This design comes from an exercise in tuning for small area and a short achievable clock period on the open sky130 flow, not from production work.
Only simulation tests tie the RTL to the original design; equivalence was not proved.
Power and IR drop assume default switching activity.

`design/flow/config.mk`:
```
export PLATFORM = sky130hd
export DESIGN_NAME = cam_search_top
export DESIGN_NICKNAME = cam_search_top
export VERILOG_FILES = /design/flow/design.v
export SDC_FILE = /design/flow/constraint.sdc
export NUM_CORES = 4
export LEC_CHECK = 0
export CAP_MARGIN = 20
export CORE_MARGIN = 2
export CORE_UTILIZATION = 60
export SETUP_SLACK_MARGIN = 1.0
export SLEW_MARGIN = 20
```
`design/flow/constraint.sdc`:
```
create_clock -name core_clock -period 3.6 [get_ports {aclk}]
set_input_delay 0.7200 -clock core_clock [delete_from_list [all_inputs] [get_ports {aclk}]]
set_output_delay 0.7200 -clock core_clock [all_outputs]
set_load 0.01 [all_outputs]
```
`design/flow/design.v`:
```
package cam_pkg;
  typedef enum logic [2:0] {
    OP_IDLE       = 3'd0,   
    OP_UPDATE_ALL = 3'd1,   
    OP_SEARCH     = 3'd2,   
    OP_UPDATE_ONE = 3'd3    
  } cam_op_t;
  localparam int LANES  = 16;   
  localparam int LANE_W = 32;   
  localparam int BEAT_W = LANES * LANE_W;
  typedef logic [LANE_W-1:0] lane_t;   
  typedef logic [BEAT_W-1:0] beat_t;   
  localparam lane_t TOPOLOGY_CODE    = 32'd4;     
  localparam lane_t UPDATE_DONE_CODE = 32'd100;   
endpackage
`timescale 1ns/1ns
module cam_control (
  input  logic         aclk,
  input  logic         areset,
  input  logic [2:0]   state,
  input  logic [31:0]  update_num,
  input  logic         s_tvalid,
  input  logic [31:0]  s_lo,
  output logic [3:0]   bank_we,
  output logic         srch_beat,
  output logic         done_pulse,
  output logic         echo_pulse
);
  logic [3:0] ptr;       
  logic       load_beat;
  logic       num_hi0;   
  logic       wrap;
  assign load_beat = s_tvalid && (state == 3'd1);
  assign srch_beat = s_tvalid && (state == 3'd2);
  assign echo_pulse = s_tvalid && (state == 3'd0) && (s_lo == 32'd4);
  assign num_hi0 = (update_num[27:2] == 26'd0);
  assign wrap = ptr[3] ||
                (num_hi0 && ((ptr[0] && update_num[1:0] == 2'd1) ||
                             (ptr[1] && update_num[1:0] == 2'd2) ||
                             (ptr[2] && update_num[1:0] == 2'd3)));
  always_ff @(posedge aclk) begin
    if (areset) begin
      ptr <= 4'b0001;
    end else if (load_beat) begin
      ptr <= wrap ? 4'b0001 : {ptr[2:0], 1'b0};
    end
  end
  assign bank_we    = {4{load_beat}} & ptr;
  assign done_pulse = load_beat && wrap;
endmodule
`timescale 1ns/1ns
module cam_entry_array (
  input  logic         aclk,
  input  logic [3:0]   bank_we,
  input  logic [511:0] wr_data,
  input  logic [31:0]  key,
  output logic [63:0]  hit
);
  for (genvar i = 0; i < 64; i++) begin : g_entry
    logic [31:0] entry_q;
    always_ff @(posedge aclk) begin
      if (bank_we[i / 16]) begin
        entry_q <= wr_data[(i % 16) * 32 +: 32];
      end
    end
    assign hit[i] = (entry_q == key);
  end
endmodule
`timescale 1ns/1ns
module cam_match_encoder (
  input  logic         aclk,
  input  logic         areset,
  input  logic         srch_beat,
  input  logic [63:0]  hit,
  output logic [6:0]   idx,
  output logic         idx_vld
);
  logic        v0;    
  logic        v1;    
  logic [63:0] hit_q;
  logic [6:0]  idx1;
  always_ff @(posedge aclk) begin
    if (areset) begin
      v0      <= 1'b0;
      v1      <= 1'b0;
      idx_vld <= 1'b0;
    end else begin
      v0      <= srch_beat;
      v1      <= v0;
      idx_vld <= v1;
    end
  end
  always_ff @(posedge aclk) begin
    hit_q <= hit;
  end
  logic [6:0] idx_d;
  always_comb begin
    idx_d = 7'h7f;
    for (int i = 63; i >= 0; i--) begin
      if (hit_q[i]) idx_d = 7'(i);
    end
  end
  always_ff @(posedge aclk) begin
    idx1 <= idx_d;
    idx  <= idx1;
  end
endmodule
`timescale 1ns/1ns
module cam_result_stage (
  input  logic           aclk,
  input  logic           areset,
  input  logic [6:0]     idx,
  input  logic           idx_vld,
  input  logic           done_pulse,
  input  logic           echo_pulse,
  input  logic           is_load,     
  input  logic [479:0]   s_hi,
  output logic           m_tvalid,
  output logic [511:0]   m_tdata,
  output logic           update_all_end
);
  logic [6:0]   lo_q;
  logic [479:0] hi_q;
  always_ff @(posedge aclk) begin
    if (areset) begin
      m_tvalid       <= 1'b0;
      update_all_end <= 1'b0;
    end else begin
      m_tvalid       <= idx_vld || done_pulse || echo_pulse;
      update_all_end <= done_pulse;
    end
  end
  always_ff @(posedge aclk) begin
    lo_q <= idx_vld ? idx : (is_load ? 7'd100 : 7'd4);
    hi_q <= s_hi & {480{~(idx_vld | is_load)}};
  end
  assign m_tdata = {hi_q, 25'd0, lo_q};
endmodule
`timescale 1ns/1ns
module cam_search_top #(
  parameter int CAM_SIZE = 64
) (
  input  logic         aclk,
  input  logic         areset,
  input  logic [31:0]  update_num,
  input  logic [2:0]   state,
  input  logic         s_tvalid,
  input  logic [511:0] s_tdata,
  output logic         m_tvalid,
  output logic [511:0] m_tdata,
  output logic         update_all_end
);
  logic [3:0]  bank_we;
  logic        srch_beat;
  logic        done_pulse;
  logic        echo_pulse;
  logic [63:0] hit;
  logic [6:0]  idx;
  logic        idx_vld;
  cam_control u_ctl (
    .aclk       (aclk),
    .areset     (areset),
    .state      (state),
    .update_num (update_num),
    .s_tvalid   (s_tvalid),
    .s_lo       (s_tdata[31:0]),
    .bank_we    (bank_we),
    .srch_beat  (srch_beat),
    .done_pulse (done_pulse),
    .echo_pulse (echo_pulse)
  );
  cam_entry_array u_arr (
    .aclk    (aclk),
    .bank_we (bank_we),
    .wr_data (s_tdata),
    .key     (s_tdata[31:0]),
    .hit     (hit)
  );
  cam_match_encoder u_enc (
    .aclk      (aclk),
    .areset    (areset),
    .srch_beat (srch_beat),
    .hit       (hit),
    .idx       (idx),
    .idx_vld   (idx_vld)
  );
  cam_result_stage u_res (
    .aclk           (aclk),
    .areset         (areset),
    .idx            (idx),
    .idx_vld        (idx_vld),
    .done_pulse     (done_pulse),
    .echo_pulse     (echo_pulse),
    .is_load        (state[0]),
    .s_hi           (s_tdata[511:32]),
    .m_tvalid       (m_tvalid),
    .m_tdata        (m_tdata),
    .update_all_end (update_all_end)
  );
endmodule
```
`design/flow/flow/run.sh`:
```
#!/bin/bash
# The standard layout with three changes: inputs buffered with buf_1 and
# outputs with buf_2 (instead of the default delay cell), and larger clock
# sink clusters without dummy loads in the clock tree.
set -euo pipefail
W=$(pwd)
export PRE_GLOBAL_PLACE_TCL=$W/flow/pre_gp.tcl
export BUFFER_PORTS_ARGS="-outputs -buffer_cell sky130_fd_sc_hd__buf_2"
export CTS_ARGS="-sink_clustering_enable -repair_clock_nets -sink_clustering_size 25 -sink_clustering_max_diameter 100 -dont_use_dummy_load"
bash standard.sh > $W/standard.log 2>&1
```
`design/flow/flow/pre_gp.tcl`:
```
# Runs before global placement's own port buffering: buffer the inputs with
# buf_1 here, after the usual removal of synthesis buffers, and make the
# script's later remove_buffers a no-op so these buffers stay. The script's
# own buffer_ports then buffers the outputs only (BUFFER_PORTS_ARGS).
if { $::env(GPL_TIMING_DRIVEN) } {
  remove_buffers
}
buffer_ports -inputs -buffer_cell sky130_fd_sc_hd__buf_1
rename remove_buffers my_flow_remove_buffers
proc remove_buffers {args} {}
```
`design/flow/standard.sh`:
```
#!/bin/bash
# synth_recipe.tcl (not shown) runs the flow's synth.tcl, then flattens the netlist and writes it again
# the make line also repeats each setting of config.mk as NAME=value (left out here)
make -C /OpenROAD-flow-scripts/flow DESIGN_CONFIG=/design/flow/config.mk WORK_HOME=/design/flow/orfs CLKGATE_MAP_FILE= SYNTH_SCRIPT=/design/flow/synth_recipe.tcl "${@:-finish}"
```
==> reports/qor.txt, run 1 <==
f_max: 0.452 GHz
number of I/O port buffers: 1,034
total grt overflow: 0
worst-path cell with the longest stage delay: nor4_1
DRC: 0
Initial DRC Count: 5,087
Startpoint Class: input port
initial antenna violation count: 14
syn_area_per_cell: 15.9 µm²
critical path's largest stage delay: 0.64 ns
Worst Min Path Start: s_tdata[452]
fillers: 11,900
setup violators final: 0
Crit. End Element: flop
pin count of the biggest net entering global routing: 161
CORE AREA: 167,000 µm²
Area after DPL: 110,000 µm²
sequential fraction of the synthesis area: 72.4%
htree depth: 3
First-pass DRT Iterations: 6
Antenna Nets Post-Route: 0
Largest delay share family, worst path: simple AND/OR/NAND/NOR gates
synth warn: 4
die height: 414 µm
Top Ports: 1,064
# rows: 150
vias in the first global route: 52,500
Post-synth EDFFs: 2,048
CP Cell Sequence: clkbuf_4 -> buf_12 -> xor2_1 -> nor4_1 -> nand4_1 -> nor2_1
worst relative slew slack: 36.0%
Arr. time, crit path: 2.86 ns
Synth cell types: 48
DR vias: 55,000
flop2flop setup slack: 1.55 ns
CP Data Required Time: 4.24 ns
hold buffers post-CTS: 0
Async S/R FF share, synth: 0%
Clock Skew: 0.0515 ns
Hold Path Sink: u_arr.g_entry[46].entry_q[4]$_DFFE_PP_
fraction of layout instances using a drive strength above 1: 11.9%
PD cells: 456 nW/µm²
PnR worst setup slack: 1.39 ns
Worst R2R Start: u_enc.hit_q[55]$_DFF_P_
area leader, netlist: edfxtp_1
Final Cell Area: 112,000 µm²
reg2reg end: u_enc.idx1[0]$_SDFF_PP0_
setup repair bufs after CTS: 0
Hold Crit Class: in -> reg
number of CTS-inserted buffers: 114
most frequent cells in the layout: xor2_1, edfxtp_1, dfxtp_1
Mapped Cells: 6,358
DR WL/cell: 27.5 µm
post-DP HPWL: 192,000 µm
final wirelength: 266,000 µm
total leakage power: 40.0 nW
maximum clock path buffer count: 3
Total GRT Usage: 30.5%
Setup TNS: 0 ns
CTS resizes: 0
Clock Tree Root: clkbuf_16
Most used DFF post-synth: edfxtp_1
post-synthesis cell area: 101,000 µm²
max-cap violations: 0
crit path time final: 2.21 ns
CTS tree: yes
Layout area overhead: 11.6%
Critical path buffers and inverters: 2
final core utilization: 67.3%
Via density: 5.69
critical path class: in -> reg
Tcrit/Tclk final: 61.5%
CP Max Fanout: 37
CTS sink count: 2,622
top post-synthesis cells by area: edfxtp_1, xor2_1, dfxtp_1, nor4_1, and2_1
Die W: 414 µm
worst-margin pin slew: 0.961 ns
hold path cells: 1
Initial Utilization: 60.3%
post-synth top area share: 61.0%
Seq cells post-synth: 2,622
outcome: complete, no violations
Die ar.: 171,000 µm²
maximum VDD drop: 507 µV
RSZ-0062 raised after global routing: false
Place WS: 0.619 ns
Reg2Reg Depth: 6
first-pass GRT wire length: 371,000 µm
Clock Pin Slew Worst Setup and Hold Paths: 0.09 ns
fin. max-slew vios: 0
GPL Wtd Cong: 0.868
clock latency (worst-skew pair): 0.79 ns
NumNets Final: 8,025
final hold vios: 0
-- state kept, by name, indices dropped and copies added (netlist names) --
register,cells
u_enc.hit_q,64
u_res.hi_q,480
u_enc.v0,1
u_arr.g_entry.entry_q,2048
u_enc.idx1,7
u_res.lo_q,7
u_enc.idx_vld,1
u_ctl.ptr,4
u_enc.v1,1
u_enc.idx,7
u_res.m_tvalid,1
u_res.update_all_end,1
-- power breakdown --
group          internal (mW)  switching [mW]
clock                   5.65            8.72
combinational           1.23            2.55
sequential              33.0           0.120
-- synth_stat cells (2+ instances only) --
cell type,n
o21bai_1,3
buf_4,25
and3_1,3
a21oi_1,18
nand4_1,132
o21ai_1,3
o211ai_1,3
dfxtp_1,574
inv_1,10
nand3_1,4
a221oi_1,4
buf_2,206
nand2b_1,5
nor4b_1,2
or2_1,2
nand2_1,20
clkbuf_1,73
edfxtp_1,2048
xor2_1,2048
o31ai_1,5
nor3_1,11
or3_1,3
nor2_1,100
o21ai_0,4
nor4_1,535
nor2b_1,5
and2_1,489
or4_1,3
-- routing by layer --
layer  GRT usage [%]  part of all wire [%]  vias up
met5               0                 0.023        -
met4            6.77                   2.2       10
met3            3.98                   6.6      262
met2            51.0                    49     1922
met1            43.0                    42    28300
li1                -                     -    24600
-- stage by stage --
step           hold WS [ns]  total power [mW]  std cells
6_report              0.227              51.2       9678
5_1_grt               0.216              52.7       9678
4_1_cts               0.172              51.5       9677
3_5_place_dp          0.313              37.6       9563
3_3_place_gp          0.311              37.5       9563
2_1_floorplan         0.310              35.7       6382
-- cell type report --
cell class	count	area, µm²	area share [%]
Timing Repair Buffer	1281	7430	6.61
Clock buffer	114	2850	2.54
Inverter	11	41.3	0.0367
Multi-Input combinational cell	3445	26400	23.5
Tap cell	2204	2760	2.45
Antenna cell	1	2.50	0.00223
Sequential cell	2622	73000	64.9
-- worst max-delay path by stage --
stage	startpoint	end	cells after the start
after floorplan	state[2]	u_arr.g_entry[0].entry_q[0]$_DFFE_PP_	3
after global placement	s_tdata[31]	u_enc.hit_q[42]$_DFF_P_	6
after detailed placement	s_tdata[18]	u_enc.hit_q[21]$_DFF_P_	7
after CTS	u_res.lo_q[6]$_DFF_P_	m_tdata[6]	1
after global routing	s_tdata[31]	u_enc.hit_q[22]$_DFF_P_	6
final	s_tdata[30]	u_enc.hit_q[21]$_DFF_P_	6
-- cells by family after synthesis --
group	share of synthesized area, %
AOI/OAI and AO/OA	0.364
xor gates and xnor gates	17.8
buffers and inverters	1.52
DFF	72.4
other	0.00372
and+or+nand+nor	7.89
==> run 2: changes to the inputs <==
==> design/flow/flow/run.sh (replaced) <==
#!/bin/bash
# The standard layout with three changes: inputs buffered with buf_1 and
# outputs with buf_4 (instead of the default delay cell), and larger clock
# sink clusters without dummy loads in the clock tree.
set -euo pipefail
W=$(pwd)
export PRE_GLOBAL_PLACE_TCL=$W/flow/pre_gp.tcl
export BUFFER_PORTS_ARGS="-outputs -buffer_cell sky130_fd_sc_hd__buf_4"
export CTS_ARGS="-sink_clustering_enable -repair_clock_nets -sink_clustering_size 25 -sink_clustering_max_diameter 100 -dont_use_dummy_load"
bash standard.sh > $W/standard.log 2>&1
--- a/design/flow/config.mk
+++ b/design/flow/config.mk
@@ -5,8 +5,9 @@
 export SDC_FILE = /design/flow/constraint.sdc
 export NUM_CORES = 4
 export LEC_CHECK = 0
+export ABC_CLOCK_PERIOD_IN_PS = 1800
 export CAP_MARGIN = 20
 export CORE_MARGIN = 2
 export CORE_UTILIZATION = 60
-export SETUP_SLACK_MARGIN = 1.0
+export SETUP_SLACK_MARGIN = 1.5
 export SLEW_MARGIN = 20
==> reports/qor.txt, run 2 <==
outcome: complete, no violations (unchanged)
max-cap violations: 0 (unchanged)
Top Ports: 1,064 (unchanged)
hold buffers post-CTS: 0 (unchanged)
GPL Wtd Cong: 0.893 (was 0.868)
Arr. time, crit path: 2.84 ns (was 2.86 ns)
DRC: 0 (unchanged)
Via density: 5.64 (was 5.69)
critical path class: in -> reg (unchanged)
post-synth top area share: 61.0% (unchanged)
CTS sink count: 2,622 (unchanged)
Die W: 414 µm (unchanged)
Final Cell Area: 114,000 µm² (was 112,000 µm²)
# rows: 150 (unchanged)
final core utilization: 68.2% (was 67.3%)
Startpoint Class: input port (unchanged)
post-synthesis cell area: 101,000 µm² (unchanged)
Post-synth EDFFs: 2,048 (unchanged)
Initial Utilization: 60.3% (unchanged)
fraction of layout instances using a drive strength above 1: 12.2% (was 11.9%)
fin. max-slew vios: 0 (unchanged)
CTS tree: yes (unchanged)
synth warn: 4 (unchanged)
Seq cells post-synth: 2,622 (unchanged)
total leakage power: 40.3 nW (was 40.0 nW)
maximum VDD drop: 467 µV (was 507 µV)
Clock Pin Slew Worst Setup and Hold Paths: 0.10 ns (was 0.09 ns)
initial antenna violation count: 26 (was 14)
die height: 414 µm (unchanged)
clock latency (worst-skew pair): 0.78 ns (was 0.79 ns)
Synth cell types: 48 (unchanged)
top post-synthesis cells by area: edfxtp_1, xor2_1, dfxtp_1, nor4_1, and2_1 (unchanged)
total grt overflow: 0 (unchanged)
Post-synth top cells: edfxtp_1, xor2_1, dfxtp_1 (unchanged)
Initial DRC Count: 5,137 (was 5,087)
number of CTS-inserted buffers: 114 (unchanged)
CP Max Fanout: 21 (was 37)
PD cells: 451 nW/µm² (was 456 nW/µm²)
DR WL/cell: 27.3 µm (was 27.5 µm)
Antenna Nets Post-Route: 0 (unchanged)
htree depth: 3 (unchanged)
Layout Cells excl Fill: 9,693 (was 9,678)
Hold Crit Class: in -> reg (unchanged)
number of I/O port buffers: 1,034 (unchanged)
worst-margin pin slew: 0.887 ns (was 0.961 ns)
Total GRT Usage: 30.4% (was 30.5%)
Die ar.: 171,000 µm² (unchanged)
Reg with most FFs: u_arr.g_entry.entry_q (unchanged)
Mapped Cells: 6,358 (unchanged)
Async S/R FF share, synth: 0% (unchanged)
PnR worst setup slack: 1.46 ns (was 1.39 ns)
Clock Tree Root: clkbuf_16 (unchanged)
biggest regs: u_arr.g_entry.entry_q x2048, u_res.hi_q x480, u_enc.hit_q x64 (unchanged)
CP Data Required Time: 4.30 ns (was 4.24 ns)
Crit. End Element: flop (unchanged)
Clock Skew: 0.0269 ns (was 0.0515 ns)
most frequent cells in the layout: xor2_1, edfxtp_1, buf_4 (was xor2_1, edfxtp_1, dfxtp_1)
post-DP HPWL: 190,000 µm (was 192,000 µm)
CORE AREA: 167,000 µm² (unchanged)
Hold WS: 0.243 ns (was 0.227 ns)
max FFs per register: 2,048 (unchanged)
final hold vios: 0 (unchanged)
vias in the first global route: 52,700 (was 52,500)
Most used DFF post-synth: edfxtp_1 (unchanged)
Layout area overhead: 13.0% (was 11.6%)
pin count of the biggest net entering global routing: 172 (was 161)
Inst Count DP: 9,573 (was 9,563)
Tcrit/Tclk final: 59.5% (was 61.5%)
Area after DPL: 111,000 µm² (was 110,000 µm²)
NumNets Final: 8,035 (was 8,025)
sequential fraction of the synthesis area: 72.4% (unchanged)
DR vias: 54,700 (was 55,000)
syn_area_per_cell: 15.9 µm² (unchanged)
f_max: 0.467 GHz (was 0.452 GHz)
first-pass GRT wire length: 369,000 µm (was 371,000 µm)
fillers: 11,700 (was 11,900)
crit path time final: 2.14 ns (was 2.21 ns)
Place WS: 0.747 ns (was 0.619 ns)
RSZ-0062 raised after global routing: false (unchanged)
final wirelength: 265,000 µm (was 266,000 µm)
First-pass DRT Iterations: 6 (unchanged)
area leader, netlist: edfxtp_1 (unchanged)
maximum clock path buffer count: 3 (unchanged)
setup violators final: 0 (unchanged)
worst relative slew slack: 40.8% (was 36.0%)
run 2: per-stage QoR:
| step | power, mW | setup TNS [ns] |
|---|---|---|
| finish | 51.4 | 0 |
| global route | 52.9 | 0 |
| CTS | 51.6 | 0 |
| detailed placement | 37.7 | 0 |
| global placement | 37.7 | 0 |
| floorplan | 35.7 | -3204.80 |
run 2: power by group:
| group | switching, mW | internal [mW] |
|---|---|---|
| Combinational | 2.55 | 1.39 |
| Sequential | 0.129 | 33.0 |
| Clock | 8.69 | 5.65 |
| Total | 11.4 | 40.0 |
run 2: cells by family (layout without fill, tap and decap cells):
| logic type | Yosys count | after routing | synth area share (%) |
|---|---|---|---|
| AOI/OAI and AO/OA | 54 | 54 | 0.364 |
| xor gates and xnor gates | 2048 | 2048 | 17.8 |
| buffers and inverters | 315 | 1416 | 1.52 |
| DFF | 2622 | 2622 | 72.4 |
| other | 1 | 31 | 0.00372 |
| and+or+nand+nor | 1318 | 1318 | 7.89 |
run 2: timing repair:
action                                  4_1_cts  5_1_grt
setup buffers                                 0        0
endpoints found under the setup margin        8        8
gates resized for setup                      13        8
run 2: cell type report:
class	count	area, µm²	share of cell area (%)
diodes	6	15.0	0.0132
clock buffers	114	2850	2.50
inverters	11	41.3	0.0363
well taps	2204	2760	2.42
repair buffers	1291	8820	7.74
multi-input cells	3445	26400	23.2
flip-flops and latches	2622	73000	64.1
run 2: routing by layer:
metal | track usage [%] | up-vias | wire (µm)
li1 | - | 24600 | -
met2 | 51.7 | 1919 | 132000
met3 | 4.39 | 290 | 18300
met4 | 7.91 | 12 | 6630
met5 | 0 | - | 67
met1 | 41.4 | 27900 | 107000
run 2: critical path: stages:
cell,delay [ns]
clkbuf_4,0.56
buf_4,0.34
xor2_1,0.11
nor4_1,0.55
nand4_1,0.32
nor2_1,0.16
run 2: worst paths after layout:
path / slack, ns / startpoint / cells after the start / to
worst max register to register: 1.56 / u_enc.hit_q[59]$_DFF_P_ / 6 / u_enc.idx1[0]$_SDFF_PP0_
worst max-delay path: 1.46 / s_tdata[19] / 6 / u_enc.hit_q[10]$_DFF_P_
worst min-delay path: 0.24 / s_tvalid / 3 / u_enc.v0$_SDFF_PP0_
worst min register to register: 0.34 / u_enc.idx1[3]$_SDFF_PP0_ / 0 / u_enc.idx[3]$_DFF_P_
==> run 3: changes to the inputs <==
--- a/design/flow/config.mk
+++ b/design/flow/config.mk
@@ -5,7 +5,6 @@
 export SDC_FILE = /design/flow/constraint.sdc
 export NUM_CORES = 4
 export LEC_CHECK = 0
-export ABC_CLOCK_PERIOD_IN_PS = 1800
 export CAP_MARGIN = 20
 export CORE_MARGIN = 2
 export CORE_UTILIZATION = 60
==> reports/qor.txt, run 3 <==
CP Max Fanout: 21 (unchanged)
DR vias: 54,700 (unchanged)
Largest delay share family, worst path: simple AND/OR/NAND/NOR gates (unchanged)
outcome: complete, no violations (unchanged)
Total GRT Usage: 30.4% (unchanged)
Async S/R FF share, synth: 0% (unchanged)
total grt overflow: 0 (unchanged)
worst relative slew slack: 40.8% (unchanged)
hold path cells: 3 (unchanged)
Arr. time, crit path: 2.84 ns (about the same)
Via density: 5.64 (unchanged)
Layout area overhead: 13.0% (unchanged)
Crit. End Element: flop (unchanged)
Critical path buffers and inverters: 2 (unchanged)
max FFs per register: 2,048 (unchanged)
number of CTS-inserted buffers: 114 (unchanged)
Antenna Nets Post-Route: 0 (unchanged)
worst-path cell with the longest stage delay: clkbuf_4 (unchanged)
RSZ-0062 raised after global routing: false (unchanged)
Die ar.: 171,000 µm² (unchanged)
synth warn: 4 (unchanged)
f_max: 0.467 GHz (unchanged)
CP Cell Sequence: clkbuf_4 -> buf_4 -> xor2_1 -> nor4_1 -> nand4_1 -> nor2_1 (unchanged)
CP Data Required Time: 4.30 ns (about the same)
fraction of layout instances using a drive strength above 1: 12.2% (unchanged)
clock latency (worst-skew pair): 0.78 ns (about the same)
setup violators final: 0 (unchanged)
worst-margin pin slew: 0.887 ns (unchanged)
htree depth: 3 (unchanged)
Place WS: 0.747 ns (unchanged)
first-pass GRT wire length: 369,000 µm (unchanged)
CORE AREA: 167,000 µm² (unchanged)
Reg2Reg Depth: 6 (unchanged)
Startpoint Class: input port (unchanged)
final wirelength: 265,000 µm (unchanged)
First-pass DRT Iterations: 6 (unchanged)
post-synth top area share: 61.0% (unchanged)
vias in the first global route: 52,700 (unchanged)
Post-synth top cells: edfxtp_1, xor2_1, dfxtp_1 (unchanged)
top post-synthesis cells by area: edfxtp_1, xor2_1, dfxtp_1, nor4_1, and2_1 (unchanged)
Synth cell types: 48 (unchanged)
Top Ports: 1,064 (unchanged)
hold buffers post-CTS: 0 (unchanged)
number of I/O port buffers: 1,034 (unchanged)
DRC: 0 (unchanged)
initial antenna violation count: 26 (unchanged)
GPL Wtd Cong: 0.893 (unchanged)
DR WL/cell: 27.3 µm (unchanged)
stages on the worst setup path: 6 (unchanged)
Seq cells post-synth: 2,622 (unchanged)
Clock Tree Root: clkbuf_16 (unchanged)
pin count of the biggest net entering global routing: 172 (unchanged)
critical path class: in -> reg (unchanged)
fin. max-slew vios: 0 (unchanged)
die height: 414 µm (unchanged)
Most used DFF post-synth: edfxtp_1 (unchanged)
maximum VDD drop: 467 µV (unchanged)
Reg with most FFs: u_arr.g_entry.entry_q (unchanged)
PnR worst setup slack: 1.46 ns (unchanged)
Hold WS: 0.243 ns (unchanged)
most frequent cells in the layout: xor2_1, edfxtp_1, buf_4 (unchanged)
Layout Cells excl Fill: 9,693 (unchanged)
syn_area_per_cell: 15.9 µm² (unchanged)
post-synthesis cell area: 101,000 µm² (unchanged)
CTS sink count: 2,622 (unchanged)
Inst Count DP: 9,573 (unchanged)
# rows: 150 (unchanged)
Clock Skew: 0.0269 ns (unchanged)
max-cap violations: 0 (unchanged)
biggest regs: u_arr.g_entry.entry_q x2048, u_res.hi_q x480, u_enc.hit_q x64 (unchanged)
sequential fraction of the synthesis area: 72.4% (unchanged)
setup repair bufs after CTS: 0 (unchanged)
Post-synth EDFFs: 2,048 (unchanged)
NumNets Final: 8,035 (unchanged)
Initial DRC Count: 5,137 (unchanged)
Die W: 414 µm (unchanged)
CTS resizes: 13 (unchanged)
total leakage power: 40.3 nW (unchanged)
Tcrit/Tclk final: 59.5% (unchanged)
CTS tree: yes (unchanged)
Mapped Cells: 6,358 (unchanged)
Initial Utilization: 60.3% (unchanged)
maximum clock path buffer count: 3 (unchanged)
critical path's largest stage delay: 0.56 ns (about the same)
final core utilization: 68.2% (unchanged)
PD cells: 451 nW/µm² (unchanged)
Setup TNS: 0 ns (unchanged)
Clock Pin Slew Worst Setup and Hold Paths: 0.10 ns (about the same)
area leader, netlist: edfxtp_1 (unchanged)
Hold Crit Class: in -> reg (unchanged)
final hold vios: 0 (unchanged)
post-DP HPWL: 190,000 µm (unchanged)
crit path time final: 2.14 ns (unchanged)
-- run 3: cell counts in the layout (fill, tap and decap cells not counted) --
Identical to the previous run, type by type.
-- run 3: per-stage QoR --
stage | power (mW) | cell area [µm²]
detailed placement | 37.7 | 111000
global placement | 37.7 | 111000
finish | 51.4 | 114000
global route | 52.9 | 114000
CTS | 51.6 | 114000
floorplan | 35.7 | 101000
-- run 3: cell families after synthesis --
family,share of synthesized area [%]
other,0.00372
flip-flops,72.4
buffers and inverters,1.52
AO/OA/AOI/OAI,0.364
AND/OR/NAND/NOR,7.89
XOR/XNOR,17.8
-- run 3: path summary, 6_finish.rpt --
kind | to | slack, ns | start
worst min register to register | u_enc.idx[3]$_DFF_P_ | 0.34 | u_enc.idx1[3]$_SDFF_PP0_
worst max-delay path | u_enc.hit_q[10]$_DFF_P_ | 1.46 | s_tdata[19]
worst min-delay path | u_enc.v0$_SDFF_PP0_ | 0.24 | s_tvalid
worst max register to register | u_enc.idx1[0]$_SDFF_PP0_ | 1.56 | u_enc.hit_q[59]$_DFF_P_
-- run 3: power breakdown --
group	leakage [nW]	total [mW]	switching (mW)	internal [mW]
Clock	1.40	14.3	8.69	5.65
Sequential	23.2	33.1	0.129	33.0
Combinational	15.7	3.94	2.55	1.39
-- run 3: area by class of cell --
type,count,area (µm²)
antenna,6,15.0
clock buffer,114,2850
fill,11700,53100
inverter,11,41.3
multi-input combinational,3445,26400
sequential,2622,73000
tap,2204,2760
timing repair buffer,1291,8820
-- run 3: per-layer routing --
metal  track usage (%)  vias to the layer above  wire (µm)
met2              51.7                     1919     132000
met1              41.4                    27900     107000
li1                  -                    24600          -
met5                 0                        -         67
met4              7.91                       12       6630
met3              4.39                      290      18300
-- run 3: worst register-to-register path: stages (launching register included) --
cell      delay, ns
dfxtp_1        0.65
nor2_1         0.12
a221oi_1       0.34
o31a_1         0.19
o211ai_1       0.13
a221oi_1       0.32
o311a_1        0.24
==> run 4: changes to the inputs <==
--- a/design/flow/config.mk
+++ b/design/flow/config.mk
@@ -7,6 +7,6 @@
 export LEC_CHECK = 0
 export CAP_MARGIN = 20
 export CORE_MARGIN = 2
-export CORE_UTILIZATION = 60
+export CORE_UTILIZATION = 78
 export SETUP_SLACK_MARGIN = 1.5
 export SLEW_MARGIN = 20
==> reports/qor.txt, run 4 <==
PD cells: 455 nW/µm² (was 451 nW/µm²)
die height: 363 µm (was 414 µm)
Initial DRC Count: 7,773 (was 5,137)
Worst R2R Start: u_arr.g_entry[41].entry_q[13]$_DFFE_PP_ (was u_enc.hit_q[59]$_DFF_P_)
CP Max Fanout: 25 (was 21)
maximum clock path buffer count: 3 (unchanged)
max-cap violations: 0 (unchanged)
total design power: 51.3 mW (was 51.4 mW)
largest family of logic cells by synthesized area: XOR/XNOR gates (unchanged)
Startpoint Class: input port (unchanged)
worst relative slew slack: 33.3% (was 40.8%)
Antenna Nets Post-Route: 0 (unchanged)
Tcrit/Tclk final: 61.5% (was 59.5%)
Mapped Cells: 6,358 (unchanged)
Total GRT Usage: 40.3% (was 30.4%)
Arr. time, crit path: 2.89 ns (was 2.84 ns)
final wirelength: 269,000 µm (was 265,000 µm)
number of I/O port buffers: 1,034 (unchanged)
Reg with most FFs: u_arr.g_entry.entry_q (unchanged)
final hold vios: 0 (unchanged)
CTS sink count: 2,622 (unchanged)
Async S/R FF share, synth: 0% (unchanged)
fin. max-slew vios: 0 (unchanged)
most frequent cells in the layout: xor2_1, edfxtp_1, buf_4 (unchanged)
Post-Synth XOR/XNOR Area: 17.8% (unchanged)
Clock Tree Root: clkbuf_16 (unchanged)
Die W: 363 µm (was 414 µm)
total leakage power: 40.1 nW (was 40.3 nW)
Post-synth top cells: edfxtp_1, xor2_1, dfxtp_1 (unchanged)
# rows: 131 (was 150)
top post-synthesis cells by area: edfxtp_1, xor2_1, dfxtp_1, nor4_1, and2_1 (unchanged)
post-DP HPWL: 188,000 µm (was 190,000 µm)
Via density: 6.40 (was 5.64)
NumNets Final: 8,001 (was 8,035)
Setup TNS: 0 ns (unchanged)
Die ar.: 132,000 µm² (was 171,000 µm²)
fraction of layout instances using a drive strength above 1: 11.8% (was 12.2%)
DR WL/cell: 29.5 µm (was 27.3 µm)
first-pass GRT wire length: 381,000 µm (was 369,000 µm)
simple-gate share of the synthesized area: 7.89% (unchanged)
synth warn: 4 (unchanged)
Synth cell types: 48 (unchanged)
Final Cell Area: 113,000 µm² (was 114,000 µm²)
Crit. End Element: flop (unchanged)
syn_area_per_cell: 15.9 µm² (unchanged)
DRC: 0 (unchanged)
Post-synth EDFFs: 2,048 (unchanged)
CP Data Required Time: 4.28 ns (was 4.30 ns)
RSZ-0062 raised after global routing: true (was false)
Synth Area in Adders: 0% (unchanged)
Worst Min Path Start: s_tdata[228] (was s_tvalid)
Hold Crit Class: in -> reg (unchanged)
max FFs per register: 2,048 (unchanged)
outcome: complete, no violations (unchanged)
total grt overflow: 0 (unchanged)
crit path time final: 2.21 ns (was 2.14 ns)
clock latency (worst-skew pair): 0.78 ns (about the same)
critical path class: in -> reg (unchanged)
htree depth: 3 (unchanged)
Most used DFF post-synth: edfxtp_1 (unchanged)
f_max: 0.452 GHz (was 0.467 GHz)
maximum VDD drop: 567 µV (was 467 µV)
CORE AREA: 128,000 µm² (was 167,000 µm²)
compound-cell area share of the yosys netlist: 0.364% (unchanged)
Top Ports: 1,064 (unchanged)
Layout area overhead: 12.0% (was 13.0%)
biggest regs: u_arr.g_entry.entry_q x2048, u_res.hi_q x480, u_enc.hit_q x64 (unchanged)
Clock Pin Slew Worst Setup and Hold Paths: 0.09 ns (was 0.10 ns)
Area after DPL: 110,000 µm² (was 111,000 µm²)
Initial Utilization: 78.8% (was 60.3%)
pin count of the biggest net entering global routing: 219 (was 172)
area leader, netlist: edfxtp_1 (unchanged)
DR vias: 58,400 (was 54,700)
mux share of post-synthesis cell area: 0% (unchanged)
Worst setup startpoint: s_tdata[11] (was s_tdata[19])
final core utilization: 88.3% (was 68.2%)
initial antenna violation count: 25 (was 26)
First-pass DRT Iterations: 6 (unchanged)
number of CTS-inserted buffers: 114 (unchanged)
hold buffers post-CTS: 0 (unchanged)
worst-margin pin slew: 1.00 ns (was 0.887 ns)
Clock Skew: 0.0594 ns (was 0.0269 ns)
vias in the first global route: 58,400 (was 52,700)
setup violators final: 0 (unchanged)
sequential fraction of the synthesis area: 72.4% (unchanged)
post-synth top area share: 61.0% (unchanged)
post-synthesis cell area: 101,000 µm² (unchanged)
Seq cells post-synth: 2,622 (unchanged)
GPL Wtd Cong: 0.921 (was 0.893)
CTS tree: yes (unchanged)
-- run 4: cell counts after synthesis --
No cell type changed its count.
-- run 4: worst paths after layout --
check                                                 to  slack [ns]  cells after the start
setup / recovery                 u_enc.hit_q[25]$_DFF_P_        1.39                      6
hold / removal    u_arr.g_entry[39].entry_q[4]$_DFFE_PP_        0.25                      1
setup reg to reg                 u_enc.hit_q[41]$_DFF_P_        1.69                      4
hold reg to reg                     u_enc.idx[6]$_DFF_P_        0.34                      0
-- run 4: through the flow --
step | setup WS (ns) | hold slack, ns | cells
2_1_floorplan | -1.57 | 0.310 | 6382
3_3_place_gp | 0.516 | 0.311 | 8992
3_5_place_dp | 0.584 | 0.312 | 8992
4_1_cts | 1.50 | 0.221 | 9106
5_1_grt | 1.47 | 0.253 | 9118
6_report | 1.39 | 0.248 | 9130
-- run 4: cell type report --
class	count	area (µm²)
Antenna cell	19	47.5
Clock buffer	114	2850
Fill cell	5230	14900
Multi-Input combinational cell	3445	26400
Tap cell	1662	2080
Sequential cell	2622	73000
Inverter	11	41.3
Timing Repair Buffer	1257	8500
-- run 4: routing by layer --
| layer | track usage (%) | vias up | part of all wire, % |
|---|---|---|---|
| li1 | - | 24600 | - |
| met1 | 51.8 | 29000 | 34 |
| met2 | 66.7 | 4113 | 49 |
| met3 | 7.63 | 737 | 12 |
| met4 | 20.1 | 12 | 5.5 |
| met5 | 0 | - | 0.095 |
-- run 4: cells by family after synthesis --
| family | Yosys count |
|---|---|
| XOR/XNOR | 2048 |
| other | 1 |
| AO/OA/AOI/OAI | 54 |
| buffers and inverters | 315 |
| AND/OR/NAND/NOR | 1318 |
| flip-flops | 2622 |
-- run 4: critical path: stages --
cell and delay (ns):
buf_4 0.56, buf_12 0.31, xor2_1 0.11, nor4_1 0.54, nand4_1 0.39, nor2_1 0.19
-- run 4: where the power goes --
group / internal, mW / total [mW] / switching, mW
registers: 33.0 / 33.1 / 0.156
clock network: 5.64 / 14.2 / 8.57
logic: 1.36 / 3.98 / 2.62
-- run 4: timing repair --
item | in CTS | in global routing
pin swaps | 0 | 1
resized for setup | 11 | 18
buffers inserted | 0 | 3
endpoints found under the setup margin | 103 | 394
gates cloned | 0 | 2
hold endpoints to repair | 0 | 0
==> run 5: changes to the inputs <==
--- a/design/flow/config.mk
+++ b/design/flow/config.mk
@@ -7,6 +7,6 @@
 export LEC_CHECK = 0
 export CAP_MARGIN = 20
 export CORE_MARGIN = 2
-export CORE_UTILIZATION = 78
-export SETUP_SLACK_MARGIN = 1.5
+export CORE_UTILIZATION = 70
+export SETUP_SLACK_MARGIN = 2.0
 export SLEW_MARGIN = 20
==> reports/qor.txt, run 5 <==
outcome: complete, no violations (unchanged)
GPL Wtd Cong: 0.893 (was 0.921)
top post-synthesis cells by area: edfxtp_1, xor2_1, dfxtp_1, nor4_1, and2_1 (unchanged)
CORE AREA: 143,000 µm² (was 128,000 µm²)
Internal: 40.6 mW (was 40.0 mW)
pin count of the biggest net entering global routing: 90 (was 219)
CP Cell Sequence: buf_6 (was buf_4 -> buf_12 -> xor2_1 -> nor4_1 -> nand4_1 -> nor2_1)
Seq cells post-synth: 2,622 (unchanged)
f_max: 0.484 GHz (was 0.452 GHz)
Tcrit/Tclk final: 57.4% (was 61.5%)
maximum clock path buffer count: 3 (unchanged)
post-synth top area share: 61.0% (unchanged)
simple-gate share of the synthesized area: 7.89% (unchanged)
Largest delay share family, worst path: flip-flops (was simple AND/OR/NAND/NOR gates)
Switching Power: 12.2 mW (was 11.3 mW)
fraction of layout instances using a drive strength above 1: 26.1% (was 11.8%)
total grt overflow: 0 (unchanged)
mux share of post-synthesis cell area: 0% (unchanged)
biggest regs: u_arr.g_entry.entry_q x2048, u_res.hi_q x480, u_enc.hit_q x64 (unchanged)
number of I/O port buffers: 1,034 (unchanged)
NumNets Final: 8,529 (was 8,001)
total leakage power: 46.0 nW (was 40.1 nW)
initial antenna violation count: 27 (was 25)
CP Max Fanout: 1 (was 25)
area leader, netlist: edfxtp_1 (unchanged)
FF/Latch Area: 73,700 µm² (was 73,000 µm²)
Initial Utilization: 70.3% (was 78.8%)
Worst Min Path Start: s_tdata[293] (was s_tdata[228])
vias in the first global route: 57,100 (was 58,400)
Inst Count DP: 9,228 (was 8,992)
First-pass DRT Iterations: 7 (was 6)
first-pass GRT wire length: 394,000 µm (was 381,000 µm)
Async S/R FF share, synth: 0% (unchanged)
RSZ-0062 raised after global routing: true (unchanged)
final core utilization: 89.5% (was 88.3%)
Antenna Nets Post-Route: 0 (unchanged)
hold buffers post-CTS: 0 (unchanged)
most common cell after layout, fill and taps aside: edfxtp_1
worst-margin pin slew: 1.02 ns (was 1.00 ns)
post-synthesis cell area: 101,000 µm² (unchanged)
Via density: 6.53 (was 6.40)
Synth cell types: 48 (unchanged)
most frequent cells in the layout: edfxtp_1, xor2_1, buf_6 (was xor2_1, edfxtp_1, buf_4)
Post-synth top cells: edfxtp_1, xor2_1, dfxtp_1 (unchanged)
Initial DRC Count: 10,400 (was 7,773)
Worst R2R Start: u_enc.hit_q[52]$_DFF_P_ (was u_arr.g_entry[41].entry_q[13]$_DFFE_PP_)
DRC: 0 (unchanged)
CTS tree: yes (unchanged)
Post-Synth XOR/XNOR Area: 17.8% (unchanged)
Seq pwr share: 63.0% (was 64.5%)
post-DP HPWL: 181,000 µm (was 188,000 µm)
critical path's largest stage delay: 0.44 ns (was 0.56 ns)
max FFs per register: 2,048 (unchanged)
Mapped Cells: 6,358 (unchanged)
max-cap violations: 0 (unchanged)
Reg with most FFs: u_arr.g_entry.entry_q (unchanged)
Worst setup startpoint: u_res.lo_q[3]$_SDFF_PN0_ (was s_tdata[11])
critical path class: reg -> out (was in -> reg)
die height: 383 µm (was 363 µm)
crit path time final: 2.07 ns (was 2.21 ns)
sequential fraction of the synthesis area: 72.4% (unchanged)
number of CTS-inserted buffers: 114 (unchanged)
Die ar.: 147,000 µm² (was 132,000 µm²)
Clock Tree Root: clkbuf_16 (unchanged)
Clock Skew: 0.0599 ns (was 0.0594 ns)
maximum VDD drop: 449 µV (was 567 µV)
Most used DFF post-synth: edfxtp_1 (unchanged)
CTS sink count: 2,622 (unchanged)
setup violators final: 0 (unchanged)
final hold vios: 0 (unchanged)
clock latency (worst-skew pair): 0.80 ns (was 0.78 ns)
largest family of logic cells by synthesized area: XOR/XNOR gates (unchanged)
clock share of power: 27.6% (was 27.7%)
compound-cell area share of the yosys netlist: 0.364% (unchanged)
fin. max-slew vios: 0 (unchanged)
Startpoint Class: flop (was input port)
htree depth: 3 (unchanged)
Critical path buffers and inverters: 1 (was 2)
worst relative slew slack: 32.3% (was 33.3%)
final wirelength: 340,000 µm (was 269,000 µm)
# rows: 139 (was 131)
PnR worst setup slack: 1.53 ns (was 1.39 ns)
fillers: 5,304 (was 5,230)
syn_area_per_cell: 15.9 µm² (unchanged)
Total GRT Usage: 37.9% (was 40.3%)
Place WS: 0.650 ns (was 0.584 ns)
DR WL/cell: 34.4 µm (was 29.5 µm)
synth warn: 4 (unchanged)
CP Data Required Time: 2.88 ns (was 4.28 ns)
Logic pwr share: 9.4% (was 7.8%)
Top Ports: 1,064 (unchanged)
multi-input logic area: 27,600 µm² (was 26,400 µm²)
Layout Cells excl Fill: 9,896 (was 9,130)
Arr. time, crit path: 1.35 ns (was 2.89 ns)
worst-path cell with the longest stage delay: dfxtp_4 (was buf_4)
Clock Pin Slew Worst Setup and Hold Paths: 0.11 ns (was 0.09 ns)
Crit. End Element: output pin (was flop)
Layout area overhead: 27.3% (was 12.0%)
Hold Crit Class: in -> reg (unchanged)
DR vias: 64,700 (was 58,400)
Synth Area in Adders: 0% (unchanged)
Post-synth EDFFs: 2,048 (unchanged)
PD cells: 411 nW/µm² (was 455 nW/µm²)
Die W: 383 µm (was 363 µm)
sw frac: 23.0% (was 22.1%)
[run 5: cell counts after synthesis]
No cell type changed its count.
[run 5: stage by stage]
stage / setup TNS [ns] / hold slack [ns] / instance area (µm²) / power [mW]
after floorplan: -3204.80 / 0.310 / 101000 / 35.7
after global placement: 0 / 0.313 / 110000 / 37.5
after detailed placement: 0 / 0.312 / 110000 / 37.6
after CTS: 0 / 0.185 / 119000 / 51.7
after global routing: 0 / 0.207 / 128000 / 53.7
final: 0 / 0.212 / 128000 / 52.8
[run 5: worst paths after layout]
check	to	cells after the start	slack (ns)
min	u_arr.g_entry[25].entry_q[5]$_DFFE_PP_	1	0.21
max reg2reg	u_enc.idx1[0]$_SDFF_PP0_	6	1.58
max	m_tdata[3]	1	1.53
min reg2reg	u_enc.idx[3]$_DFF_P_	0	0.34
[run 5: worst reg2reg max path: stages, from the launching register on]
cell and delay, ns:
dfxtp_1 0.59, nor2b_1 0.13, o21bai_1 0.28, nand4_1 0.19, o211ai_1 0.29, a221oi_2 0.10
o311a_1 0.32
[run 5: routing by layer]
metal	track usage (%)	share of wire [%]	vias up
met5	0	0.045	-
met4	15.1	7.6	24
met3	6.73	14	1231
met2	63.0	46	5729
met1	50.0	32	31900
li1	-	-	25700
[run 5: timing repair]
action | 4_1_cts | 5_1_grt
endpoints found under the setup margin | 2650 | 2582
cloned | 55 | 257
endpoints found under the hold margin | 0 | 0
resized for setup | 1147 | 584
setup buffers | 81 | 145
pin swaps | 30 | 58
[run 5: power by group through the flow]
stage | logic [mW] | registers [mW] | clock network, mW
6_report | 4.99 | 33.2 | 14.6
5_1_grt | 5.10 | 33.3 | 15.4
3_3_place_gp | 3.75 | 33.8 | 0
2_1_floorplan | 1.69 | 34.0 | 0
3_5_place_dp | 3.83 | 33.8 | 0
4_1_cts | 4.33 | 33.2 | 14.2
[run 5: cells by family after synthesis]
kind of cell    count (synthesis)
flops                        2622
xor+xnor                     2048
simple gates                 1318
buf+inv                       315
compound gates                 54
other cells                     1
[run 5: final cells by class]
type                       instances  share of cell area, %
sequential                      2622                   57.4
clock buffer                     114                   2.22
multi-input combinational       3447                   21.5
antenna                           16                 0.0312
inverter                          11                 0.0322
timing repair buffer            1783                   17.0
tap                             1903                   1.86
==> run 6: changes to the inputs <==
--- a/design/flow/config.mk
+++ b/design/flow/config.mk
@@ -8,5 +8,5 @@
 export CAP_MARGIN = 20
 export CORE_MARGIN = 2
 export CORE_UTILIZATION = 70
-export SETUP_SLACK_MARGIN = 2.0
+export SETUP_SLACK_MARGIN = 1.5
 export SLEW_MARGIN = 20
==> reports/qor.txt, run 6 <==
Area after DPL: 110,000 µm² (unchanged)
Initial Utilization: 70.3% (unchanged)
outcome: complete, no violations (unchanged)
max FFs per register: 2,048 (unchanged)
NumNets Final: 7,991 (was 8,529)
hold path cells: 1 (unchanged)
total leakage power: 40.0 nW (was 46.0 nW)
biggest regs: u_arr.g_entry.entry_q x2048, u_res.hi_q x480, u_enc.hit_q x64 (unchanged)
CTS sink count: 2,622 (unchanged)
Final Cell Area: 113,000 µm² (was 128,000 µm²)
Initial DRC Count: 5,988 (was 10,400)
largest family of logic cells by synthesized area: XOR/XNOR gates (unchanged)
f_max: 0.472 GHz (was 0.484 GHz)
Worst Min Path Start: s_tdata[293] (unchanged)
synth warn: 4 (unchanged)
PD cells: 452 nW/µm² (was 411 nW/µm²)
compound-cell area share of the yosys netlist: 0.364% (unchanged)
initial antenna violation count: 22 (was 27)
Arr. time, crit path: 2.78 ns (was 1.35 ns)
worst-margin pin slew: 0.839 ns (was 1.02 ns)
clock latency (worst-skew pair): 0.78 ns (was 0.80 ns)
DRC: 0 (unchanged)
Tcrit/Tclk final: 58.9% (was 57.4%)
post-synth top area share: 61.0% (unchanged)
sequential fraction of the synthesis area: 72.4% (unchanged)
CP Data Required Time: 4.26 ns (was 2.88 ns)
Clock Pin Slew Worst Setup and Hold Paths: 0.09 ns (was 0.11 ns)
Die ar.: 147,000 µm² (unchanged)
Clock Skew: 0.0446 ns (was 0.0599 ns)
Hold Path Sink: u_arr.g_entry[9].entry_q[5]$_DFFE_PP_ (was u_arr.g_entry[25].entry_q[5]$_DFFE_PP_)
RSZ-0062 raised after global routing: true (unchanged)
maximum clock path buffer count: 3 (unchanged)
area leader, netlist: edfxtp_1 (unchanged)
htree depth: 3 (unchanged)
CTS tree: yes (unchanged)
max-cap violations: 0 (unchanged)
Total GRT Usage: 34.1% (was 37.9%)
Synth cell types: 48 (unchanged)
Synth Area in Adders: 0% (unchanged)
vias in the first global route: 53,700 (was 57,100)
fin. max-slew vios: 0 (unchanged)
Reg with most FFs: u_arr.g_entry.entry_q (unchanged)
worst relative slew slack: 44.1% (was 32.3%)
CP Max Fanout: 11 (was 1)
critical path class: in -> reg (was reg -> out)
reg2reg end: u_enc.idx1[0]$_SDFF_PP0_ (unchanged)
total grt overflow: 0 (unchanged)
Async S/R FF share, synth: 0% (unchanged)
crit path time final: 2.12 ns (was 2.07 ns)
DR vias: 55,300 (was 64,700)
setup repair bufs after CTS: 0 (was 81)
first-pass GRT wire length: 360,000 µm (was 394,000 µm)
# rows: 139 (unchanged)
Via density: 5.92 (was 6.53)
GPL Wtd Cong: 0.893 (unchanged)
Most used DFF post-synth: edfxtp_1 (unchanged)
mux share of post-synthesis cell area: 0% (unchanged)
simple-gate share of the synthesized area: 7.89% (unchanged)
Hold Crit Class: in -> reg (unchanged)
Top Ports: 1,064 (unchanged)
syn_area_per_cell: 15.9 µm² (unchanged)
fillers: 8,292 (was 5,304)
flop2flop setup slack: 1.64 ns (was 1.58 ns)
Reg2Reg Depth: 6 (unchanged)
First-pass DRT Iterations: 7 (unchanged)
final hold vios: 0 (unchanged)
Seq cells post-synth: 2,622 (unchanged)
pin count of the biggest net entering global routing: 179 (was 90)
top post-synthesis cells by area: edfxtp_1, xor2_1, dfxtp_1, nor4_1, and2_1 (unchanged)
number of I/O port buffers: 1,034 (unchanged)
fraction of layout instances using a drive strength above 1: 11.7% (was 26.1%)
Crit. End Element: flop (was output pin)
Antenna Nets Post-Route: 0 (unchanged)
Worst R2R Start: u_enc.hit_q[55]$_DFF_P_ (was u_enc.hit_q[52]$_DFF_P_)
die height: 383 µm (unchanged)
Die W: 383 µm (unchanged)
CORE AREA: 143,000 µm² (unchanged)
post-synthesis cell area: 101,000 µm² (unchanged)
number of CTS-inserted buffers: 114 (unchanged)
Post-synth top cells: edfxtp_1, xor2_1, dfxtp_1 (unchanged)
final wirelength: 254,000 µm (was 340,000 µm)
Post-synth EDFFs: 2,048 (unchanged)
Layout area overhead: 12.1% (was 27.3%)
setup violators final: 0 (unchanged)
total design power: 51.1 mW (was 52.8 mW)
maximum VDD drop: 518 µV (was 449 µV)
post-DP HPWL: 181,000 µm (unchanged)
most frequent cells in the layout: xor2_1, edfxtp_1, buf_4 (was edfxtp_1, xor2_1, buf_6)
Clock Tree Root: clkbuf_16 (unchanged)
Startpoint Class: input port (was flop)
DR WL/cell: 27.1 µm (was 34.4 µm)
Post-Synth XOR/XNOR Area: 17.8% (unchanged)
Mapped Cells: 6,358 (unchanged)
-- run 6: changes by cell type in the layout (fill, tap and decap cells not counted), sizes merged --
| cell | before | now |
|---|---|---|
| bufbuf | 9 | 0 |
| buf | 1577 | 1221 |
| diode | 16 | 6 |
| and2 | 491 | 489 |
| clkbuf | 311 | 140 |
-- run 6: logic make-up after synthesis --
| group | Yosys count |
|---|---|
| other | 1 |
| AND/OR/NAND/NOR | 1318 |
| buffers and inverters | 315 |
| AO/OA/AOI/OAI | 54 |
| flip-flops | 2622 |
| XOR/XNOR | 2048 |
-- run 6: how the worst max path moves through the flow --
stage	start	to	slack, ns
6_report	s_tdata[24]	u_enc.hit_q[43]$_DFF_P_	1.48
3_5_place_dp	s_tdata[16]	u_enc.hit_q[26]$_DFF_P_	0.65
3_3_place_gp	s_tdata[21]	u_enc.hit_q[12]$_DFF_P_	0.68
4_1_cts	u_res.lo_q[3]$_SDFF_PN0_	m_tdata[3]	1.48
5_1_grt	state[0]	u_arr.g_entry[21].entry_q[24]$_DFFE_PP_	1.42
2_1_floorplan	state[2]	u_arr.g_entry[0].entry_q[0]$_DFFE_PP_	-1.57
-- run 6: where the power goes --
part | switching [mW] | internal [mW]
sequential | 0.139 | 33.0
combinational | 2.50 | 1.37
clock | 8.47 | 5.65
-- run 6: repair_timing --
action                                  in CTS  in global routing
hold endpoints to repair                     0                  0
pin swaps                                    0                  2
resized for setup                           15                 11
hold buffers                                 0                  0
endpoints found under the setup margin      14                147
-- run 6: worst max-delay path, stage by stage --
cell      delay (ns)
clkbuf_4        0.34
buf_4           0.37
xor2_1          0.12
nor4_1          0.44
nand4_1         0.48
nor2_1          0.29
-- run 6: final cells by class --
class / count / area, µm² / share of cell area (%)
sequential: 2622 / 73000 / 64.6
timing repair buffer: 1247 / 8320 / 7.36
antenna: 6 / 15.0 / 0.0133
tap: 1903 / 2380 / 2.11
inverter: 11 / 41.3 / 0.0365
multi-input combinational: 3445 / 26400 / 23.3
clock buffer: 114 / 2850 / 2.52
-- run 6: per-stage QoR --
| step | utilization (%) | hold WS, ns | setup TNS, ns | cells | worst slack, ns |
|---|---|---|---|---|---|
| after floorplan | - | 0.310 | -3204.80 | 6382 | -1.57 |
| after global placement | 76.8 | 0.313 | 0 | 9228 | 0.681 |
| after detailed placement | 76.8 | 0.312 | 0 | 9228 | 0.650 |
| after CTS | 78.8 | 0.185 | 0 | 9342 | 1.48 |
| after global routing | 78.8 | 0.214 | 0 | 9346 | 1.42 |
| final | 78.8 | 0.237 | 0 | 9348 | 1.48 |
-- run 6: metal layers --
layer	vias to the layer above	track usage, %	routed length [µm]
met4	12	10.1	7620
met3	350	5.45	22400
li1	24500	-	-
met5	-	0	78
met2	2556	58.1	127000
met1	27900	45.8	96200
==> run 7: changes to the inputs <==
--- a/design/flow/config.mk
+++ b/design/flow/config.mk
@@ -8,5 +8,5 @@
 export CAP_MARGIN = 20
 export CORE_MARGIN = 2
 export CORE_UTILIZATION = 70
-export SETUP_SLACK_MARGIN = 1.5
+export SETUP_SLACK_MARGIN = 1.7
 export SLEW_MARGIN = 20
==> reports/qor.txt, run 7 <==
syn_area_per_cell: 15.9 µm² (unchanged)
biggest regs: u_arr.g_entry.entry_q x2048, u_res.hi_q x480, u_enc.hit_q x64 (unchanged)
top post-synthesis cells by area: edfxtp_1, xor2_1, dfxtp_1, nor4_1, and2_1 (unchanged)
Initial Utilization: 70.3% (unchanged)
RSZ-0062 raised after global routing: true (unchanged)
pin count of the biggest net entering global routing: 179 (unchanged)
max-cap violations: 0 (unchanged)
NumNets Final: 8,008 (was 7,991)
DRC: 0 (unchanged)
Synth cell types: 48 (unchanged)
post-synth top area share: 61.0% (unchanged)
CTS tree: yes (unchanged)
synth warn: 4 (unchanged)
Post-synth top cells: edfxtp_1, xor2_1, dfxtp_1 (unchanged)
Place WS: 0.650 ns (unchanged)
Antenna Nets Post-Route: 0 (unchanged)
maximum clock path buffer count: 3 (unchanged)
fin. max-slew vios: 0 (unchanged)
clock latency (worst-skew pair): 0.78 ns (about the same)
area leader, netlist: edfxtp_1 (unchanged)
multi-input logic area: 26,500 µm² (was 26,400 µm²)
Reg with most FFs: u_arr.g_entry.entry_q (unchanged)
Clock Tree Root: clkbuf_16 (unchanged)
total grt overflow: 0 (unchanged)
sequential fraction of the synthesis area: 72.4% (unchanged)
Tcrit/Tclk final: 56.5% (was 58.9%)
Async S/R FF share, synth: 0% (unchanged)
Die W: 383 µm (unchanged)
DR vias: 56,000 (was 55,300)
Arr. time, crit path: 1.31 ns (was 2.78 ns)
number of CTS-inserted buffers: 114 (unchanged)
total leakage power: 40.8 nW (was 40.0 nW)
# rows: 139 (unchanged)
CP Cell Sequence: buf_6 (was clkbuf_4 -> buf_4 -> xor2_1 -> nor4_1 -> nand4_1 -> nor2_1)
worst relative slew slack: 42.8% (was 44.1%)
Initial DRC Count: 5,838 (was 5,988)
first-pass GRT wire length: 366,000 µm (was 360,000 µm)
Total GRT Usage: 34.6% (was 34.1%)
Clock Skew: 0.0458 ns (was 0.0446 ns)
vias in the first global route: 54,800 (was 53,700)
final wirelength: 259,000 µm (was 254,000 µm)
PD cells: 444 nW/µm² (was 452 nW/µm²)
critical path's largest stage delay: 0.42 ns (was 0.48 ns)
Via density: 5.98 (was 5.92)
Crit. End Element: output pin (was flop)
number of I/O port buffers: 1,034 (unchanged)
Hold Crit Class: in -> reg (unchanged)
fillers: 7,647 (was 8,292)
FF/Latch Area: 73,600 µm² (was 73,000 µm²)
crit path time final: 2.03 ns (was 2.12 ns)
Largest delay share family, worst path: flip-flops (was simple AND/OR/NAND/NOR gates)
DR WL/cell: 27.7 µm (was 27.1 µm)
CP Data Required Time: 2.88 ns (was 4.26 ns)
Die ar.: 147,000 µm² (unchanged)
maximum VDD drop: 449 µV (was 518 µV)
final hold vios: 0 (unchanged)
critical path class: reg -> out (was in -> reg)
outcome: complete, no violations (unchanged)
Startpoint Class: flop (was input port)
worst-path cell with the longest stage delay: dfxtp_4 (was nand4_1)
Hold WS: 0.226 ns (was 0.237 ns)
hold buffers post-CTS: 0 (unchanged)
f_max: 0.491 GHz (was 0.472 GHz)
Post-synth EDFFs: 2,048 (unchanged)
post-synthesis cell area: 101,000 µm² (unchanged)
post-DP HPWL: 181,000 µm (unchanged)
htree depth: 3 (unchanged)
fraction of layout instances using a drive strength above 1: 18.3% (was 11.7%)
initial antenna violation count: 23 (was 22)
worst-margin pin slew: 0.857 ns (was 0.839 ns)
Mapped Cells: 6,358 (unchanged)
GPL Wtd Cong: 0.893 (unchanged)
CTS sink count: 2,622 (unchanged)
Layout area overhead: 15.0% (was 12.1%)
Critical path buffers and inverters: 1 (was 2)
max FFs per register: 2,048 (unchanged)
Top Ports: 1,064 (unchanged)
setup violators final: 0 (unchanged)
PnR worst setup slack: 1.57 ns (was 1.48 ns)
Clock Pin Slew Worst Setup and Hold Paths: 0.10 ns (was 0.09 ns)
most frequent cells in the layout: xor2_1, edfxtp_1, nor4_1 (was xor2_1, edfxtp_1, buf_4)
Most used DFF post-synth: edfxtp_1 (unchanged)
CORE AREA: 143,000 µm² (unchanged)
die height: 383 µm (unchanged)
CP Max Fanout: 1 (was 11)
Seq cells post-synth: 2,622 (unchanged)
First-pass DRT Iterations: 7 (unchanged)
[run 7: kinds of logic (layout without fill, tap and decap cells)]
kind of cell              count (synthesis)  after routing  share of synthesized area, %
buffers and inverters                   315           1388                          1.52
DFF                                    2622           2622                          72.4
and+or+nand+nor                        1318           1319                          7.89
xor gates and xnor gates               2048           2048                          17.8
other                                     1             32                       0.00372
AOI/OAI and AO/OA                        54             54                         0.364
[run 7: through the flow]
step | utilization, % | area, µm² | setup TNS [ns] | total power, mW | instances
floorplan | - | 101000 | -3204.80 | 35.7 | 6382
global placement | 76.8 | 110000 | 0 | 37.5 | 9228
detailed placement | 76.8 | 110000 | 0 | 37.6 | 9228
CTS | 80.6 | 115000 | 0 | 51.5 | 9349
global route | 80.9 | 116000 | 0 | 52.8 | 9362
finish | 80.9 | 116000 | 0 | 51.5 | 9366
[run 7: timing repair]
item | 4_1_cts | 5_1_grt
pin swaps | 3 | 4
buffers inserted | 7 | 8
endpoints found under the hold margin | 0 | 0
setup endpoints to repair | 1310 | 1757
resized for setup | 868 | 174
gates cloned | 0 | 2
[run 7: cell type report]
class / instances / area share (%)
inverter: 11 / 0.0356
sequential: 2622 / 63.5
multi-input combinational: 3446 / 22.8
clock buffer: 114 / 2.46
timing repair buffer: 1263 / 9.08
antenna: 7 / 0.0151
tap: 1903 / 2.05
[run 7: final timing paths]
path | from | to | slack (ns) | cells past startpoint
hold / removal | s_tdata[293] | u_arr.g_entry[57].entry_q[5]$_DFFE_PP_ | 0.23 | 1
setup reg to reg | u_enc.idx_vld$_SDFF_PP0_ | u_res.hi_q[411]$_DFF_P_ | 1.70 | 3
hold reg to reg | u_enc.idx1[4]$_SDFF_PP0_ | u_enc.idx[4]$_DFF_P_ | 0.34 | 0
setup / recovery | u_res.lo_q[3]$_SDFF_PN0_ | m_tdata[3] | 1.57 | 1
[run 7: report_power, final]
group,switching [mW],internal (mW),leakage [nW]
Clock,8.53,5.65,1.40
Sequential,0.199,33.0,23.3
Combinational,2.53,1.57,16.1
[run 7: layer usage]
metal  part of all wire, %  wire (µm)  vias to the layer above  global-route usage (%)
met5                 0.040        103                        -                       0
li1                      -          -                    24600                       -
met1                    38      97400                    28300                    46.5
met4                   3.3       8470                       16                    10.2
met2                    50     130000                     2703                    59.3
met3                   8.7      22600                      383                    5.13
==> run 8: changes to the inputs <==
--- a/design/flow/config.mk
+++ b/design/flow/config.mk
@@ -7,6 +7,6 @@
 export LEC_CHECK = 0
 export CAP_MARGIN = 20
 export CORE_MARGIN = 2
-export CORE_UTILIZATION = 70
+export CORE_UTILIZATION = 65
 export SETUP_SLACK_MARGIN = 1.7
 export SLEW_MARGIN = 20
==> reports/qor.txt, run 8 <==
sequential fraction of the synthesis area: 72.4% (unchanged)
f_max: 0.497 GHz (was 0.491 GHz)
# rows: 144 (was 139)
Setup TNS: 0 ns (unchanged)
setup violators final: 0 (unchanged)
DR WL/cell: 27.4 µm (was 27.7 µm)
total leakage power: 40.9 nW (was 40.8 nW)
stages on the worst setup path: 1 (unchanged)
FF/Latch Area: 73,600 µm² (about the same)
synth warn: 4 (unchanged)
Worst Setup EP: m_tdata[1] (was m_tdata[3])
Internal: 40.2 mW (about the same)
PD cells: 443 nW/µm² (was 444 nW/µm²)
CORE AREA: 154,000 µm² (was 143,000 µm²)
CP Data Required Time: 2.88 ns (about the same)
Seq pwr share: 64.4% (was 64.5%)
CP Cell Sequence: buf_6 (unchanged)
worst-path cell with the longest stage delay: dfxtp_4 (unchanged)
number of I/O port buffers: 1,034 (unchanged)
maximum clock path buffer count: 3 (unchanged)
Area after DPL: 111,000 µm² (was 110,000 µm²)
initial antenna violation count: 20 (was 23)
Startpoint Class: flop (unchanged)
Worst setup startpoint: u_res.lo_q[1]$_SDFF_PN0_ (was u_res.lo_q[3]$_SDFF_PN0_)
Largest delay share family, worst path: flip-flops (unchanged)
Async S/R FF share, synth: 0% (unchanged)
final hold vios: 0 (unchanged)
syn_area_per_cell: 15.9 µm² (unchanged)
Worst R2R Start: u_enc.idx_vld$_SDFF_PP0_ (unchanged)
Clock Tree Root: clkbuf_16 (unchanged)
Total GRT Usage: 32.5% (was 34.6%)
htree depth: 3 (unchanged)
total grt overflow: 0 (unchanged)
multi-input logic area: 26,400 µm² (was 26,500 µm²)
outcome: complete, no violations (unchanged)
Mapped Cells: 6,358 (unchanged)
fraction of layout instances using a drive strength above 1: 18.3% (about the same)
Arr. time, crit path: 1.29 ns (was 1.31 ns)
CTS tree: yes (unchanged)
crit path time final: 2.01 ns (was 2.03 ns)
post-DP HPWL: 185,000 µm (was 181,000 µm)
Tcrit/Tclk final: 55.9% (was 56.5%)
Reg with most FFs: u_arr.g_entry.entry_q (unchanged)
clock latency (worst-skew pair): 0.78 ns (about the same)
Post-synth EDFFs: 2,048 (unchanged)
worst relative slew slack: 41.0% (was 42.8%)
number of CTS-inserted buffers: 114 (unchanged)
critical path's largest stage delay: 0.41 ns (was 0.42 ns)
max FFs per register: 2,048 (unchanged)
DR vias: 55,600 (was 56,000)
Antenna Nets Post-Route: 0 (unchanged)
DRC: 0 (unchanged)
CP Max Fanout: 1 (unchanged)
sw frac: 22.0% (was 21.9%)
first-pass GRT wire length: 368,000 µm (was 366,000 µm)
Final Cell Area: 116,000 µm² (about the same)
Reg2Reg Depth: 3 (unchanged)
hold buffers post-CTS: 0 (unchanged)
fillers: 9,355 (was 7,647)
Critical path buffers and inverters: 1 (unchanged)
reg2reg end: u_res.hi_q[383]$_DFF_P_ (was u_res.hi_q[411]$_DFF_P_)
most frequent cells in the layout: xor2_1, edfxtp_1, nor4_1 (unchanged)
First-pass DRT Iterations: 5 (was 7)
GPL Wtd Cong: 0.886 (was 0.893)
area leader, netlist: edfxtp_1 (unchanged)
critical path class: reg -> out (unchanged)
pin count of the biggest net entering global routing: 174 (was 179)
Clock Skew: 0.0544 ns (was 0.0458 ns)
Initial Utilization: 65.4% (was 70.3%)
max-cap violations: 0 (unchanged)
Initial DRC Count: 5,378 (was 5,838)
==> run 8: cell counts after synthesis <==
No cell type changed its count.
==> run 8: worst min path at each step <==
stage / from / end / slack [ns]
detailed placement: u_enc.idx1[4]$_SDFF_PP0_ / u_enc.idx[4]$_DFF_P_ / 0.31
global route: s_tdata[396] / u_arr.g_entry[28].entry_q[12]$_DFFE_PP_ / 0.23
global placement: u_enc.idx1[4]$_SDFF_PP0_ / u_enc.idx[4]$_DFF_P_ / 0.31
CTS: s_tdata[396] / u_arr.g_entry[28].entry_q[12]$_DFFE_PP_ / 0.18
floorplan: u_enc.idx1[0]$_SDFF_PP0_ / u_enc.idx[0]$_DFF_P_ / 0.31
finish: s_tdata[396] / u_arr.g_entry[28].entry_q[12]$_DFFE_PP_ / 0.23
==> run 8: power groups by stage <==
stage,sequential [mW],combinational (mW),clock (mW)
detailed placement,33.8,3.90,0
CTS,33.2,4.10,14.4
global placement,33.8,3.83,0
finish,33.2,4.11,14.2
floorplan,34.0,1.69,0
global route,33.2,4.35,15.4
==> run 8: area by class of cell <==
cell class	instances	share of cell area, %
diodes	6	0.0129
inverters	11	0.0355
clock buffers	114	2.45
repair buffers	1283	9.30
well taps	2044	2.20
flip-flops and latches	2622	63.3
multi-input cells	3446	22.7
==> run 8: cell families after synthesis <==
family          after synthesis  share of synthesized area, %
compound gates               54                         0.364
xor+xnor                   2048                          17.8
buf+inv                     315                          1.52
flops                      2622                          72.4
other cells                   1                       0.00372
simple gates               1318                          7.89
==> run 8: metal layers <==
layer	global-route usage (%)	routed length [µm]	up-vias
li1	-	-	24600
met1	44.6	102000	28200
met2	54.6	129000	2402
met3	4.19	21100	367
met4	9.90	8390	14
met5	0	87	-
==> run 8: repair_timing <==
item                       CTS  global route
setup endpoints to repair  524          1070
buffers inserted             0            17
cloned                       0             1
hold endpoints to repair     0             0
pin swaps                    0             4
resized for setup          833           170
==> run 8: per-stage QoR <==
step / hold WS (ns) / instances / util, % / total power, mW / setup slack [ns]
after floorplan: 0.310 / 6382 / - / 35.7 / -1.57
after global routing: 0.226 / 9520 / 75.5 / 53.0 / 1.57
after detailed placement: 0.312 / 9388 / 71.8 / 37.7 / 0.773
after global placement: 0.314 / 9388 / 71.8 / 37.6 / 0.761
after CTS: 0.183 / 9502 / 75.2 / 51.7 / 1.56
final: 0.227 / 9526 / 75.5 / 51.6 / 1.59

==> port drivers added, routing unchanged <==
In the flow no input, the clock included, has a driving cell. The finished layouts below were timed again as built, in two steps. Step 1 (the two cells are an assumption about what drives the block):
set clk [get_ports {aclk}]
set_driving_cell -lib_cell sky130_fd_sc_hd__clkbuf_16 $clk
set_driving_cell -lib_cell sky130_fd_sc_hd__buf_2 [delete_from_list [all_inputs] $clk]
Step 2 times the ports against the registers' clock, not the clock port: input delays grow and output delays shrink by t, the midpoint of the rising clock arrivals with the driver on. Three values: ideal, step 1, step 2; two values: the first two.
run | shift t [ns] | setup slack, ns | worst setup path after step 2
run 1 | 0.857 | 1.386 / 1.306 / 0.597 | input to register
run 2 | 0.858 | 1.459 / 1.460 / 0.670 | input to register
run 3 | 0.858 | 1.459 / 1.460 / 0.670 | input to register
run 4 | 0.832 | 1.386 / 1.425 / 0.593 | input to register
run 5 | 0.867 | 1.533 / 1.440 / 0.862 | input to register
run 6 | 0.845 | 1.480 / 1.440 / 0.641 | input to register
run 7 | 0.843 | 1.565 / 1.475 / 0.857 | input to register
run 8 | 0.843 | 1.588 / 1.495 / 0.863 | input to register
After both steps setup and hold are still met in every run listed. For run 6, which loses most, drivers alone change the setup slack by -0.040 ns; drivers and shift together by -0.839 ns.
